Context: an optimization exercise on an open-source flow, tuned for small area, a short achievable clock period and few clock cycles per item. The choices shown serve that exercise and are no tape-out recipe. Function was checked by simulation only, so behaviour that the tests miss may differ from the original. Power figures rest on the tool's default switching activity, not on a simulated workload.

==> flow/design.v <==
module seq_alu #(
  parameter int W   = 32,
  parameter int SHW = $clog2(W)
) (
  input  logic           clock,
  input  logic           clear,
  input  logic           start,
  input  logic [3:0]     op,
  input  logic [W-1:0]   a,
  input  logic [W-1:0]   b,
  output logic           busy,
  output logic           done,
  output logic [2*W-1:0] result,
  output logic           div_by_zero,
  output logic           illegal_op
);
  localparam int CW = $clog2(W) + 1;
  localparam logic [3:0] OP_AND  = 4'd0;
  localparam logic [3:0] OP_OR   = 4'd1;
  localparam logic [3:0] OP_NEG  = 4'd2;
  localparam logic [3:0] OP_NOT  = 4'd3;
  localparam logic [3:0] OP_ADD  = 4'd4;
  localparam logic [3:0] OP_SUB  = 4'd5;
  localparam logic [3:0] OP_MUL  = 4'd6;
  localparam logic [3:0] OP_DIV  = 4'd7;
  localparam logic [3:0] OP_SHR  = 4'd8;
  localparam logic [3:0] OP_SHRA = 4'd9;
  localparam logic [3:0] OP_SHL  = 4'd10;
  localparam logic [3:0] OP_ROR  = 4'd11;
  localparam logic [3:0] OP_ROL  = 4'd12;
  typedef enum logic [2:0] {
    S_IDLE = 3'd0,
    S_MUL  = 3'd1,
    S_DIV  = 3'd2,
    S_FIX  = 3'd3,
    S_DONE = 3'd4
  } state_t;
  state_t         state_q;
  logic           busy_q;
  logic           done_q;
  logic [2*W-1:0] result_q;
  logic           dbz_q;
  logic           ill_q;
  logic [CW-1:0]  cnt_q;
  logic [2*W-1:0] mcand_q;
  logic [W-1:0]   mplier_q;
  logic           prev_q;
  logic [2*W-1:0] acc_q;
  logic [W-1:0]   dq_q;
  logic [W+1:0]   rem_q;
  logic [W-1:0]   dvs_q;
  logic           neg_q_q;
  logic           neg_r_q;
  logic [SHW-1:0] amt;
  logic [W-1:0]   single_val;
  logic           single_ill;
  logic [2*W-1:0] ror_t;
  logic [2*W-1:0] rol_t;
  assign amt = b[SHW-1:0];
  always_comb begin
    single_val = '0;
    single_ill = 1'b0;
    ror_t      = {a, a} >> amt;
    rol_t      = {a, a} << amt;
    case (op)
      OP_AND:  single_val = a & b;
      OP_OR:   single_val = a | b;
      OP_NEG:  single_val = -a;
      OP_NOT:  single_val = ~a;
      OP_ADD:  single_val = a + b;
      OP_SUB:  single_val = a - b;
      OP_SHR:  single_val = a >> amt;
      OP_SHRA: single_val = $signed(a) >>> amt;
      OP_SHL:  single_val = a << amt;
      OP_ROR:  single_val = ror_t[W-1:0];
      OP_ROL:  single_val = rol_t[2*W-1:W];
      OP_MUL, OP_DIV: single_val = '0;
      default: single_ill = 1'b1;
    endcase
  end
  logic [2:0]     triplet;
  logic [2*W-1:0] pp;
  logic [2*W-1:0] acc_next;
  assign triplet = {mplier_q[1:0], prev_q};
  always_comb begin
    pp = '0;
    case (triplet)
      3'b001, 3'b010: pp = mcand_q;
      3'b011:         pp = {mcand_q[2*W-2:0], 1'b0};
      3'b100:         pp = -{mcand_q[2*W-2:0], 1'b0};
      3'b101, 3'b110: pp = -mcand_q;
      default:        pp = '0;
    endcase
  end
  assign acc_next = acc_q + pp;
  logic [W-1:0]   a_mag;
  logic [W-1:0]   b_mag;
  logic [W+1:0]   rem_sh;
  logic [W+1:0]   rem_new;
  logic [W+1:0]   rem_fix;
  logic [W-1:0]   q_final;
  logic [W-1:0]   r_final;
  assign a_mag = a[W-1] ? -a : a;
  assign b_mag = b[W-1] ? -b : b;
  assign rem_sh  = {rem_q[W:0], dq_q[W-1]};
  assign rem_new = rem_q[W+1] ? (rem_sh + {2'b00, dvs_q})
                              : (rem_sh - {2'b00, dvs_q});
  assign rem_fix = rem_q[W+1] ? (rem_q + {2'b00, dvs_q}) : rem_q;
  assign q_final = neg_q_q ? -dq_q : dq_q;
  assign r_final = neg_r_q ? -rem_fix[W-1:0] : rem_fix[W-1:0];
  always_ff @(posedge clock) begin
    if (clear) begin
      state_q  <= S_IDLE;
      busy_q   <= 1'b0;
      done_q   <= 1'b0;
      result_q <= '0;
      dbz_q    <= 1'b0;
      ill_q    <= 1'b0;
      cnt_q    <= '0;
      mcand_q  <= '0;
      mplier_q <= '0;
      prev_q   <= 1'b0;
      acc_q    <= '0;
      dq_q     <= '0;
      rem_q    <= '0;
      dvs_q    <= '0;
      neg_q_q  <= 1'b0;
      neg_r_q  <= 1'b0;
    end else begin
      done_q <= 1'b0;
      case (state_q)
        S_IDLE: begin
          if (start) begin
            dbz_q <= 1'b0;
            ill_q <= 1'b0;
            cnt_q <= '0;
            if (op == OP_MUL) begin
              mcand_q  <= {{W{a[W-1]}}, a};
              mplier_q <= b;
              prev_q   <= 1'b0;
              acc_q    <= '0;
              busy_q   <= 1'b1;
              state_q  <= S_MUL;
            end else if (op == OP_DIV && b != '0) begin
              dq_q    <= a_mag;
              dvs_q   <= b_mag;
              rem_q   <= '0;
              neg_q_q <= a[W-1] ^ b[W-1];
              neg_r_q <= a[W-1];
              busy_q  <= 1'b1;
              state_q <= S_DIV;
            end else if (op == OP_DIV) begin
              result_q <= {a, {W{1'b1}}};
              dbz_q    <= 1'b1;
              done_q   <= 1'b1;
              state_q  <= S_DONE;
            end else begin
              result_q <= {{W{1'b0}}, single_val};
              ill_q    <= single_ill;
              done_q   <= 1'b1;
              state_q  <= S_DONE;
            end
          end
        end
        S_MUL: begin
          acc_q    <= acc_next;
          mcand_q  <= {mcand_q[2*W-3:0], 2'b00};
          mplier_q <= {2'b00, mplier_q[W-1:2]};
          prev_q   <= mplier_q[1];
          cnt_q    <= cnt_q + 1'b1;
          if (cnt_q == CW'(W/2 - 1)) begin
            result_q <= acc_next;
            done_q   <= 1'b1;
            busy_q   <= 1'b0;
            state_q  <= S_DONE;
          end
        end
        S_DIV: begin
          rem_q <= rem_new;
          dq_q  <= {dq_q[W-2:0], ~rem_new[W+1]};
          cnt_q <= cnt_q + 1'b1;
          if (cnt_q == CW'(W - 1)) begin
            state_q <= S_FIX;
          end
        end
        S_FIX: begin
          result_q <= {r_final, q_final};
          done_q   <= 1'b1;
          busy_q   <= 1'b0;
          state_q  <= S_DONE;
        end
        S_DONE: begin
          state_q <= S_IDLE;
        end
        default: begin
          state_q <= S_IDLE;
          busy_q  <= 1'b0;
        end
      endcase
    end
  end
  assign busy        = busy_q;
  assign done        = done_q;
  assign result      = result_q;
  assign div_by_zero = dbz_q;
  assign illegal_op  = ill_q;
endmodule
==> flow/run.sh <==
#!/bin/bash
# synth_recipe.tcl (not shown) runs the flow's synth.tcl, then flattens the netlist and writes it again
# the make line also repeats each setting of config.mk as NAME=value (left out here)
make -C /OpenROAD-flow-scripts/flow DESIGN_CONFIG=/design/flow/config.mk WORK_HOME=/design/flow/orfs CLKGATE_MAP_FILE= SYNTH_SCRIPT=/design/flow/synth_recipe.tcl finish
==> flow/config.mk <==
export PLATFORM = sky130hd
export DESIGN_NAME = seq_alu
export DESIGN_NICKNAME = seq_alu
export VERILOG_FILES = /design/flow/design.v
export SDC_FILE = /design/flow/constraint.sdc
export NUM_CORES = 4
export LEC_CHECK = 0
export CAP_MARGIN = 20
export CORE_MARGIN = 2
export CORE_UTILIZATION = 40
export SLEW_MARGIN = 20
==> flow/constraint.sdc <==
create_clock -name core_clock -period 10.0 [get_ports {clock}]
set_input_delay 2.0000 -clock core_clock [delete_from_list [all_inputs] [get_ports {clock}]]
set_output_delay 2.0000 -clock core_clock [all_outputs]
set_load 0.01 [all_outputs]
==> flow_summary.yaml <==
outcome:
  status: "timing/DRC/antenna clean"
synthesis:
  synth_flop_cell: "dfxtp_1"
  yosysWarnings: 1
  synth_seq_area_share_pct: 18.7
  synth.distinct_cells: 89
  synth_async_sr_flop_share_pct: 0
  synthCells: 5093
  synth_area_um2: 36200
  synth_seq_cells: 338
  avgSynthCellArea_um2: 7.10
  synth_edf_count: 0
  syn-num-nets: 5340
worst_hold_path:
  min_path_type: "reg2reg"
clock_tree:
  cts_resized: 0
  postCtsSetupRepairBufs: 0
  hold_buffers: 0
  cts_made_buffers: 44
  htree_levels: 2
  cts_tree: "built"
  clkLatencyLatePin_ns: 0.60
  cts.path.max_buffers: 3
  clkSinkCount: 338
  clockRootBuffer: "clkbuf_16"
  clkTransAtPathRegs_ns: 0.06
pwr:
  p_sw_share_pct: 42.3
  ir_drop_mv: 0.116
  internal_power_mw: 3.42
  switchingPower_mw: 2.52
  leakagePower_nw: 15.1
  pwr-share-seq_pct: 28.5
  cellPowerDensity_nw_per_um2: 150
  clkPwrFrac_pct: 29.0
  p_comb_share_pct: 42.5
route:
  drt-total-wl_um: 161000
  drc: 0
  ant_nets: 0
  vias_per_cell: 6.49
  drt_iter0_markers: 5111
  vias: 39900
  wire_per_inst_um: 26.2
  drt_pass1_iterations: 7
cells_and_area:
  layout.cells.non_filler: 6141
  final_common_cell: "nor2_1"
  multi_input_area_um2: 27500
  fillCellCount: 9303
  syn2layout_area_growth_pct: 9.75
  final_nets: 5176
  drive_above_1_share_pct: 7.02
  register_area_um2: 6770
  most-common-layout-cells: "590 x nor2_1, 584 x nand2_1, 435 x a21oi_1"
  final_area_um2: 39700
placed_design:
  dp_cells: 6057
  globalplace.congestion: 0.996
  io_buffers: 138
  post_dp_cell_area_um2: 38100
  hpwl_um: 116000
  pre_cts_ws_ns: 1.99
global_route:
  antenna_found_initial: 6
  grt_max_degree: 162
  grt_util_all_layers_pct: 33.1
  grt_overflow: 0
  grt_pass1_vias: 36000
  grt_first_pass_wirelength_um: 237000
timing:
  setup_viol: 0
  tightest_slew_ns: 1.21
  final-max-slew-violation-count: 0
  post-route-period-util_pct: 74.5
  finalCriticalPeriod_ns: 7.45
  slew_headroom_pct: 19.3
  fin_ws_ns: 2.55
  fmax_ghz: 0.134
  setup_tns_ns: 0
  rsz0062_at_grt: "false"
  finClkSkew_ns: 0.0193
  hold_viol_final: 0
worst_setup_path:
  crit_type: "in2reg"
  slowest_stage: "a2111oi_0"
  startpoint_type: "primary input"
  r2r_slack_ns: 2.92
  worstPathArrival_ns: 7.89
  cp-end-kind: "flip-flop"
  path_buf_inv: 3
  path_cells: "buf_4, clkinv_1, buf_4, ha_1, or3b_2, nor3_1, nand2_1, or3_1, or3_1, o31ai_1, xor2_1, ha_1, a21o_1, a21o_1, a21oi_1, nor2_1, a2111oi_0, o21ai_0, nor2b_1, a41oi_1, nand3_1, o211ai_1, a21oi_1"
  max_stage_delay_ns: 0.71
  required_ns: 10.44
  crit_family: "simple AND/OR/NAND/NOR gates"
  path_max_fanout: 35
flow_run:
  drv_cap: 0
floorplanning:
  start_util_pct: 40.2
  die_w_um: 305
  die_h_um: 305
  dieArea_um2: 92800
  core_area_um2: 89900
  ios: 139
  fp-row-count: 110
sequential cells by signal, indices dropped and copies added, names as in the netlist:
name and cells:
acc_q 64, busy_q 1, cnt_q 6, dbz_q 1, done_q 1, dq_q 32
dvs_q 32, ill_q 1, mcand_q 64, mplier_q 32, neg_q_q 1, neg_r_q 1
prev_q 1, rem_q 34, result_q 64, state_q 3
per-layer routing:
layer  vias to the layer above  global-route usage, %  part of all wire (%)
met3                       359                   5.28                   9.5
li1                      18500                      -                     -
met5                         -                      0                0.0068
met1                     19000                   45.7                    42
met4                         2                   15.3                   5.3
met2                      1994                   50.5                    43
kinds of logic (layout without fill, tap and decap cells):
kind of cell	count (synthesis)	after routing	share of synthesized area (%)
fa+ha+maj	178	178	6.23
flops	338	338	18.7
compound gates	1675	1675	30.6
buf+inv	522	389	5.49
xor+xnor	389	389	9.42
mux	180	180	6.63
other cells	0	5	0
simple gates	1811	1811	22.9
final timing paths:
check / startpoint / endpoint / cells after the start
worst max-delay path: b[0] / result_q[25]$_SDFFE_PP0P_ / 23
worst min-delay path: mplier_q[31]$_SDFFE_PP0P_ / mplier_q[31]$_SDFFE_PP0P_ / 2
worst max register to register: mcand_q[1]$_SDFFE_PP0P_ / result_q[54]$_SDFFE_PP0P_ / 24
worst min register to register: mplier_q[31]$_SDFFE_PP0P_ / mplier_q[31]$_SDFFE_PP0P_ / 2
layout make-up:
cell class,instances,area share (%)
Clock inverter,16,0.630
Multi-Input combinational cell,4233,69.3
Inverter,74,0.700
Clock buffer,61,3.22
Sequential cell,338,17.1
Antenna cell,5,0.0315
Timing Repair Buffer,238,5.34
Tap cell,1176,3.71
worst register-to-register path: stages, from the launching register on:
cell and delay (ns):
dfxtp_1 0.40, inv_1 0.10, ha_1 0.15, or3b_2 0.50
nor4_1 0.21, buf_4 0.19, nand2b_1 0.09, or3_1 0.39
nor3_1 0.39, nand2_1 0.21, nor3_1 0.21, xnor2_1 0.12
a221o_1 0.35, ha_1 0.41, nand2_1 0.13, nor2_1 0.17
nand3_1 0.11, a211oi_1 0.70, nor2_1 0.25, o32ai_1 0.77
o21ai_0 0.22, nand2b_1 0.13, xor2_1 0.33, a221oi_1 0.18
a211oi_1 0.29
per-stage QoR:
stage	utilization, %	hold slack [ns]	power (mW)
after floorplan	-	0.432	3.30
after global placement	42.4	0.441	4.16
after detailed placement	42.4	0.449	4.17
after CTS	44.1	0.456	5.90
after global routing	44.2	0.476	6.22
final	44.2	0.453	5.94
cells in the mapped netlist (all sizes together), types with 57 or more instances:
cell | number | share of area [%]
a2111oi | 57 | 1.4
a211oi | 145 | 3.0
a21o | 79 | 1.6
a21oi | 435 | 6.0
a22oi | 120 | 2.5
a311oi | 79 | 1.9
buf | 60 | 0.70
clkbuf | 388 | 4.0
dfxtp | 338 | 19
ha | 172 | 6.0
inv | 70 | 0.73
mux2i | 90 | 2.5
nand2 | 586 | 6.1
nand2b | 57 | 0.99
nand3 | 85 | 1.2
nor2 | 596 | 6.2
nor3 | 167 | 2.4
o21ai | 326 | 4.5
or3 | 86 | 1.6
xnor2 | 176 | 4.3
xor2 | 213 | 5.2
power groups by stage:
stage	Sequential [mW]	Combinational, mW	Clock (mW)
finish	1.70	2.52	1.72
global route	1.71	2.71	1.79
CTS	1.69	2.46	1.75
detailed placement	1.71	2.45	0
global placement	1.71	2.44	0
floorplan	1.59	1.71	0
Testbench counts, summed over its fixed seeds: cycles 52,359, ops 4,000.

==> re-timing with driven ports <==
The results above use ideal ports. As a check the final layout listed here was re-extracted and re-timed, cells and wires unchanged.
Step 1 assumes that a clkbuf_16 drives the clock port and a buf_2 every other input.
Step 2 adds t to the input delays and takes it off the output delays; t is the mean of the earliest and latest rising clock arrival at the registers after step 1. Input paths then give back, and output paths get back, about the clock's delay inside the block.
Three values: ideal, step 1, step 2; two values: the first two.
t (ns): 0.652
slack for setup (ns): 2.548 / 2.590 / 1.938
worst slew at a driven data input, ns: 0.24
cell pins on the clock port's net: 1
After both steps setup and hold are still met in this run. For this run, drivers alone change the setup slack by +0.042 ns; drivers and shift together by -0.610 ns.
